What follows belongs to an exercise in optimizing a design on an open flow for small area and a short achievable clock period; a production flow would make more cautious choices.
No activity file was given, so power comes from the tool's default toggle rates.

violet:
==> flow/design.v <==
package lhc_pkg;
  localparam int unsigned LIMIT_REGS = 7;
  localparam int unsigned CFG_IDX_W  = 3;
  localparam int unsigned CFG_DATA_W = 16;
  localparam int unsigned DUR_W      = 16;
  localparam int unsigned CNT_W      = 20;
  localparam int unsigned IDX_W      = 4;
  localparam logic [LIMIT_REGS*DUR_W-1:0] LIMIT_RESET = {
    16'd50000, 16'd20000, 16'd10000, 16'd5000,
    16'd2500, 16'd1000, 16'd500
  };
  localparam int unsigned IN_BEAT_W  = 3 + DUR_W;
  localparam int unsigned OUT_BEAT_W = IDX_W + CNT_W + 1;
  localparam int unsigned NUM_RESULTS = 14;
  localparam logic [2:0] CMD_RECORD   = 3'd0;
  localparam logic [2:0] CMD_TIMEOUT  = 3'd1;
  localparam logic [2:0] CMD_USER     = 3'd2;
  localparam logic [2:0] CMD_OVERFLOW = 3'd3;
  localparam logic [2:0] CMD_SNAPSHOT = 3'd4;
endpackage
module lhc_ctrl (
  input  logic       clk_i,
  input  logic       rst_ni,
  input  logic       in_valid_i,
  input  logic [2:0] command_i,
  output logic       in_stall_o,
  output logic       accept_o,
  input  logic       out_stall_i,
  output logic       out_valid_o,
  output logic       load_o,
  output logic [lhc_pkg::IDX_W-1:0] load_idx_o,
  output logic [lhc_pkg::IDX_W-1:0] out_idx_o,
  output logic       out_last_o
);
  localparam logic [lhc_pkg::IDX_W-1:0] LAST_IDX = lhc_pkg::IDX_W'(lhc_pkg::NUM_RESULTS - 1);
  logic dump_q, out_valid_q, last_q;
  logic [lhc_pkg::IDX_W-1:0] idx_q, oidx_q;
  logic snap, load, is_last;
  assign in_stall_o = dump_q;
  assign accept_o   = in_valid_i & ~dump_q;
  assign snap       = accept_o & (command_i == lhc_pkg::CMD_SNAPSHOT);
  assign load       = dump_q & (~out_valid_q | ~out_stall_i);
  assign is_last    = (idx_q == LAST_IDX);
  always_ff @(posedge clk_i or negedge rst_ni) begin
    if (!rst_ni) begin
      dump_q      <= 1'b0;
      out_valid_q <= 1'b0;
      idx_q       <= '0;
    end else begin
      dump_q      <= snap | (dump_q & ~(load & is_last));
      out_valid_q <= load | (out_valid_q & out_stall_i);
      if (load) idx_q <= is_last ? '0 : idx_q + 1'b1;
    end
  end
  always_ff @(posedge clk_i or negedge rst_ni) begin
    if (!rst_ni) begin
      oidx_q <= '0;
      last_q <= 1'b0;
    end else if (load) begin
      oidx_q <= idx_q;
      last_q <= is_last;
    end
  end
  assign load_o      = load;
  assign load_idx_o  = idx_q;
  assign out_valid_o = out_valid_q;
  assign out_idx_o   = oidx_q;
  assign out_last_o  = last_q;
endmodule
module lhc_dp (
  input  logic                  clk_i,
  input  logic                  rst_ni,
  input  logic                  cfg_we_i,
  input  logic [lhc_pkg::CFG_IDX_W-1:0]  cfg_index_i,
  input  logic [lhc_pkg::CFG_DATA_W-1:0] cfg_wdata_i,
  input  logic                  accept_i,
  input  logic [2:0]            command_i,
  input  logic [lhc_pkg::DUR_W-1:0] duration_i,
  input  logic                  load_i,
  input  logic [lhc_pkg::IDX_W-1:0] load_idx_i,
  output logic [lhc_pkg::CNT_W-1:0] out_value_o
);
  localparam int unsigned DUR_W = lhc_pkg::DUR_W;
  localparam int unsigned CNT_W = lhc_pkg::CNT_W;
  localparam int unsigned NLIM  = lhc_pkg::LIMIT_REGS;
  localparam int unsigned TLO_W = CNT_W / 2;
  localparam int unsigned SEG_W = 7;
  localparam int unsigned NSLOW = 11;
  function automatic logic [CNT_W-1:0] cnt_inc(input logic [CNT_W-1:0] q, input logic en);
    logic [CNT_W-1:0] ones;
    ones[0] = 1'b1;
    for (int i = 1; i < CNT_W; i++) ones[i] = ones[i-1] & q[i-1];
    cnt_inc = q ^ ({CNT_W{en}} & ones);
  endfunction
  function automatic logic [SEG_W:0] seg_inc(input logic [SEG_W-1:0] q, input logic cin, input int w);
    logic t;
    seg_inc = '0;
    t = cin;
    for (int i = 0; i < SEG_W; i++) begin
      if (i < w) begin
        seg_inc[i] = q[i] ^ t;
        t = t & q[i];
      end
    end
    seg_inc[SEG_W] = t;
  endfunction
  logic             rec_a, tmo_a, usr_a, ovf_a, cwe_a;
  logic [DUR_W-1:0] dur_a, cdat_a;
  logic [2:0]       cidx_a;
  always_ff @(posedge clk_i or negedge rst_ni) begin
    if (!rst_ni) begin
      rec_a <= 1'b0;
      tmo_a <= 1'b0;
      usr_a <= 1'b0;
      ovf_a <= 1'b0;
      cwe_a <= 1'b0;
    end else begin
      rec_a <= accept_i & (command_i == lhc_pkg::CMD_RECORD);
      tmo_a <= accept_i & (command_i == lhc_pkg::CMD_TIMEOUT);
      usr_a <= accept_i & (command_i == lhc_pkg::CMD_USER);
      ovf_a <= accept_i & (command_i == lhc_pkg::CMD_OVERFLOW);
      cwe_a <= cfg_we_i & (cfg_index_i != 3'd7);
    end
  end
  always_ff @(posedge clk_i) begin
    dur_a  <= duration_i;
    cidx_a <= cfg_index_i;
    cdat_a <= cfg_wdata_i;
  end
  logic [DUR_W-1:0] lim_q [NLIM];
  logic [NLIM-1:0]  dflt_q;
  always_ff @(posedge clk_i or negedge rst_ni) begin
    if (!rst_ni) begin
      dflt_q <= '1;
    end else if (cwe_a) begin
      dflt_q[cidx_a] <= 1'b0;
    end
  end
  always_ff @(posedge clk_i) begin
    if (cwe_a) lim_q[cidx_a] <= cdat_a;
  end
  logic [NLIM-1:0] le;
  always_comb begin
    for (int i = 0; i < NLIM; i++) begin
      le[i] = dflt_q[i] ? (dur_a <= lhc_pkg::LIMIT_RESET[i*DUR_W +: DUR_W])
                        : (dur_a <= lim_q[i]);
    end
  end
  logic [7:0] hit, hit_b;
  always_comb begin
    logic none;
    none = rec_a;
    for (int i = 0; i < NLIM; i++) begin
      hit[i] = none & le[i];
      none   = none & ~le[i];
    end
    hit[7] = none;
  end
  always_ff @(posedge clk_i or negedge rst_ni) begin
    if (!rst_ni) hit_b <= '0;
    else         hit_b <= hit;
  end
  logic [CNT_W-1:0] sample_q, timeout_q, user_q, ovfc_q;
  logic [NSLOW-1:0] slow_en;
  logic [CNT_W-1:0] slow_q [NSLOW];
  logic [1:0]       slow_cy_q [NSLOW];
  logic [TLO_W-1:0] tot_lo_q;
  logic [CNT_W-TLO_W-1:0] tot_hi_q;
  logic             tot_cy_q;
  logic [TLO_W:0]   tot_lo_sum;
  logic [DUR_W-1:0] peak_q;
  logic [CNT_W-1:0] bin_q [8];
  assign tot_lo_sum = {1'b0, tot_lo_q} + (rec_a ? (TLO_W+1)'(dur_a[TLO_W-1:0]) : '0);
  always_ff @(posedge clk_i or negedge rst_ni) begin
    if (!rst_ni) begin
      sample_q  <= '0;
      tot_lo_q  <= '0;
      tot_hi_q  <= '0;
      tot_cy_q  <= 1'b0;
      peak_q    <= '0;
      for (int k = 0; k < NSLOW; k++) begin
        slow_q[k]    <= '0;
        slow_cy_q[k] <= '0;
      end
    end else begin
      sample_q  <= cnt_inc(sample_q, rec_a);
      for (int k = 0; k < NSLOW; k++) begin
        logic [SEG_W:0] s0, s1, s2;
        s0 = seg_inc(slow_q[k][6:0], slow_en[k], 7);
        s1 = seg_inc(slow_q[k][13:7], slow_cy_q[k][0], 7);
        s2 = seg_inc({1'b0, slow_q[k][19:14]}, slow_cy_q[k][1], 6);
        slow_q[k]    <= {s2[5:0], s1[6:0], s0[6:0]};
        slow_cy_q[k] <= {s1[SEG_W], s0[SEG_W]};
      end
      {tot_cy_q, tot_lo_q} <= tot_lo_sum;
      tot_hi_q <= tot_hi_q + (rec_a ? (CNT_W-TLO_W)'(dur_a[DUR_W-1:TLO_W]) : '0)
                           + (CNT_W-TLO_W)'(tot_cy_q);
      if (rec_a && (dur_a > peak_q)) peak_q <= dur_a;
    end
  end
  assign slow_en = {ovf_a, usr_a, tmo_a, hit_b};
  always_comb begin
    for (int i = 0; i < 8; i++) bin_q[i] = slow_q[i];
    timeout_q = slow_q[8];
    user_q    = slow_q[9];
    ovfc_q    = slow_q[10];
  end
  logic [CNT_W-1:0] snap_val;
  always_comb begin
    case (load_idx_i)
      4'd0:    snap_val = sample_q;
      4'd1:    snap_val = {tot_hi_q, tot_lo_q};
      4'd2:    snap_val = CNT_W'(peak_q);
      4'd3:    snap_val = bin_q[0];
      4'd4:    snap_val = bin_q[1];
      4'd5:    snap_val = bin_q[2];
      4'd6:    snap_val = bin_q[3];
      4'd7:    snap_val = bin_q[4];
      4'd8:    snap_val = bin_q[5];
      4'd9:    snap_val = bin_q[6];
      4'd10:   snap_val = bin_q[7];
      4'd11:   snap_val = timeout_q;
      4'd12:   snap_val = user_q;
      default: snap_val = ovfc_q;
    endcase
  end
  always_ff @(posedge clk_i or negedge rst_ni) begin
    if (!rst_ni)     out_value_o <= '0;
    else if (load_i) out_value_o <= snap_val;
  end
endmodule
module latency_histogram_counters_top (
  input  logic                  clk_i,
  input  logic                  rst_ni,
  input  logic                  cfg_we_i,
  input  logic [lhc_pkg::CFG_IDX_W-1:0]  cfg_index_i,
  input  logic [lhc_pkg::CFG_DATA_W-1:0] cfg_wdata_i,
  input  logic                  in_valid_i,
  output logic                  in_stall_o,
  input  logic [lhc_pkg::IN_BEAT_W-1:0]  in_beat_i,
  output logic                  out_valid_o,
  input  logic                  out_stall_i,
  output logic [lhc_pkg::OUT_BEAT_W-1:0] out_beat_o
);
  logic accept, load, last;
  logic [lhc_pkg::IDX_W-1:0] load_idx, out_idx;
  logic [lhc_pkg::CNT_W-1:0] out_value;
  lhc_ctrl u_ctrl (
    .clk_i       (clk_i),
    .rst_ni      (rst_ni),
    .in_valid_i  (in_valid_i),
    .command_i   (in_beat_i[18:16]),
    .in_stall_o  (in_stall_o),
    .accept_o    (accept),
    .out_stall_i (out_stall_i),
    .out_valid_o (out_valid_o),
    .load_o      (load),
    .load_idx_o  (load_idx),
    .out_idx_o   (out_idx),
    .out_last_o  (last)
  );
  lhc_dp u_dp (
    .clk_i       (clk_i),
    .rst_ni      (rst_ni),
    .cfg_we_i    (cfg_we_i),
    .cfg_index_i (cfg_index_i),
    .cfg_wdata_i (cfg_wdata_i),
    .accept_i    (accept),
    .command_i   (in_beat_i[18:16]),
    .duration_i  (in_beat_i[15:0]),
    .load_i      (load),
    .load_idx_i  (load_idx),
    .out_value_o (out_value)
  );
  assign out_beat_o = {out_idx, out_value, last};
endmodule
clock: 6.0 ns
lec_check: 0
cap_margin: 20
core_margin: 2
core_utilization: 40
cts_buf_list: sky130_fd_sc_hd__clkbuf_16
cts_cluster_diameter: 80
cts_cluster_size: 30
setup_slack_margin: 3.6
slew_margin: 20
standard.sh (not shown) runs the stock make flow with config.mk's settings and CLKGATE_MAP_FILE= SYNTH_SCRIPT=/design/flow/synth_recipe.tcl, a recipe that flattens the netlist after the stock synthesis.
==> flow/flow/run.sh <==
#!/bin/bash
# Own flow: the standard layout (standard synthesis included), except that
# the input and output ports are buffered with buf_2 cells instead of the
# delay-buffer cells port buffering otherwise picks. Each step's full output
# goes to a log file of its own in this folder.
set -euo pipefail
W=$PWD
bash standard.sh synth > "$W/synth.log" 2>&1
bash standard.sh "BUFFER_PORTS_ARGS=-buffer_cell sky130_fd_sc_hd__buf_2" finish > "$W/layout.log" 2>&1
### violet -> onyx
diff --git a/flow/design.v b/flow/design.v
--- a/flow/design.v
+++ b/flow/design.v
@@ -123,6 +123,9 @@
     end
   end
+  always_ff @(posedge clk_i or negedge rst_ni) begin
+    if (!rst_ni) dur_a <= '0;
+    else         dur_a <= (accept_i && (command_i == lhc_pkg::CMD_RECORD)) ? duration_i : '0;
+  end
   always_ff @(posedge clk_i) begin
-    dur_a  <= duration_i;
     cidx_a <= cfg_index_i;
     cdat_a <= cfg_wdata_i;
@@ -171,5 +174,5 @@
   logic [DUR_W-1:0] peak_q;
   logic [CNT_W-1:0] bin_q [8];
-  assign tot_lo_sum = {1'b0, tot_lo_q} + (rec_a ? (TLO_W+1)'(dur_a[TLO_W-1:0]) : '0);
+  assign tot_lo_sum = {1'b0, tot_lo_q} + (TLO_W+1)'(dur_a[TLO_W-1:0]);
   always_ff @(posedge clk_i or negedge rst_ni) begin
     if (!rst_ni) begin
@@ -184,5 +187,5 @@
       end
     end else begin
-      sample_q  <= cnt_inc(sample_q, rec_a);
+      sample_q  <= cnt_inc(sample_q, accept_i & (command_i == lhc_pkg::CMD_RECORD));
       for (int k = 0; k < NSLOW; k++) begin
         logic [SEG_W:0] s0, s1, s2;
@@ -194,7 +197,7 @@
       end
       {tot_cy_q, tot_lo_q} <= tot_lo_sum;
-      tot_hi_q <= tot_hi_q + (rec_a ? (CNT_W-TLO_W)'(dur_a[DUR_W-1:TLO_W]) : '0)
+      tot_hi_q <= tot_hi_q + (CNT_W-TLO_W)'(dur_a[DUR_W-1:TLO_W])
                            + (CNT_W-TLO_W)'(tot_cy_q);
-      if (rec_a && (dur_a > peak_q)) peak_q <= dur_a;
+      if (dur_a > peak_q) peak_q <= dur_a;
     end
   end
--- outcome ---
Re number of ordinary and repair buffers in the finished layout: violet was lower than onyx.
Final cell count without fillers on onyx is up relative to violet.
When the final numbers for onyx and violet were put side by side, the wire length turned out to be greater in onyx.
Cmp onyx and violet / sequential power / lower: onyx
Sort onyx and violet by area growth from synthesis to layout asc -> top: violet
onyx vs violet: worst hold slack up
Reported for onyx and violet, number of sequential cells turned out identical to the last digit.
When onyx is measured against violet, its total power turns out 1.3 mW higher.
Higher number of buffers added for setup after CTS among onyx and violet: onyx
Worst slack at placement was higher in the run labelled violet.
No functional check of the RTL was part of any run of this note.

## static timing again, ports no longer ideal
In the flow no input, the clock included, has a driving cell. The finished layouts below were timed again as built, in two steps. Step 1, drivers: a clkbuf_16 drives clk_i and a buf_2 each remaining input, both assumed. Step 2 adds t to the input delays and takes it off the output delays; t is the mean of the earliest and latest rising clock arrival at the registers after step 1. Input paths then give back, and output paths get back, about the clock's delay inside the block. a / b / c = no drivers / after step 1 / after step 2; a / b = the first two.
run	t (ns)	setup WS [ns]	worst setup path after step 2	worst slew at a driven data input, ns	cell pins on the clock port's net
violet	0.648	3.573 / 3.555 / 3.257	input to register	0.05	1
onyx	0.659	3.389 / 3.389 / 3.076	input to register	0.05	1
After both steps setup and hold are still met in every run listed. For violet, which loses most, drivers alone change the setup slack by -0.018 ns; drivers and shift together by -0.316 ns.
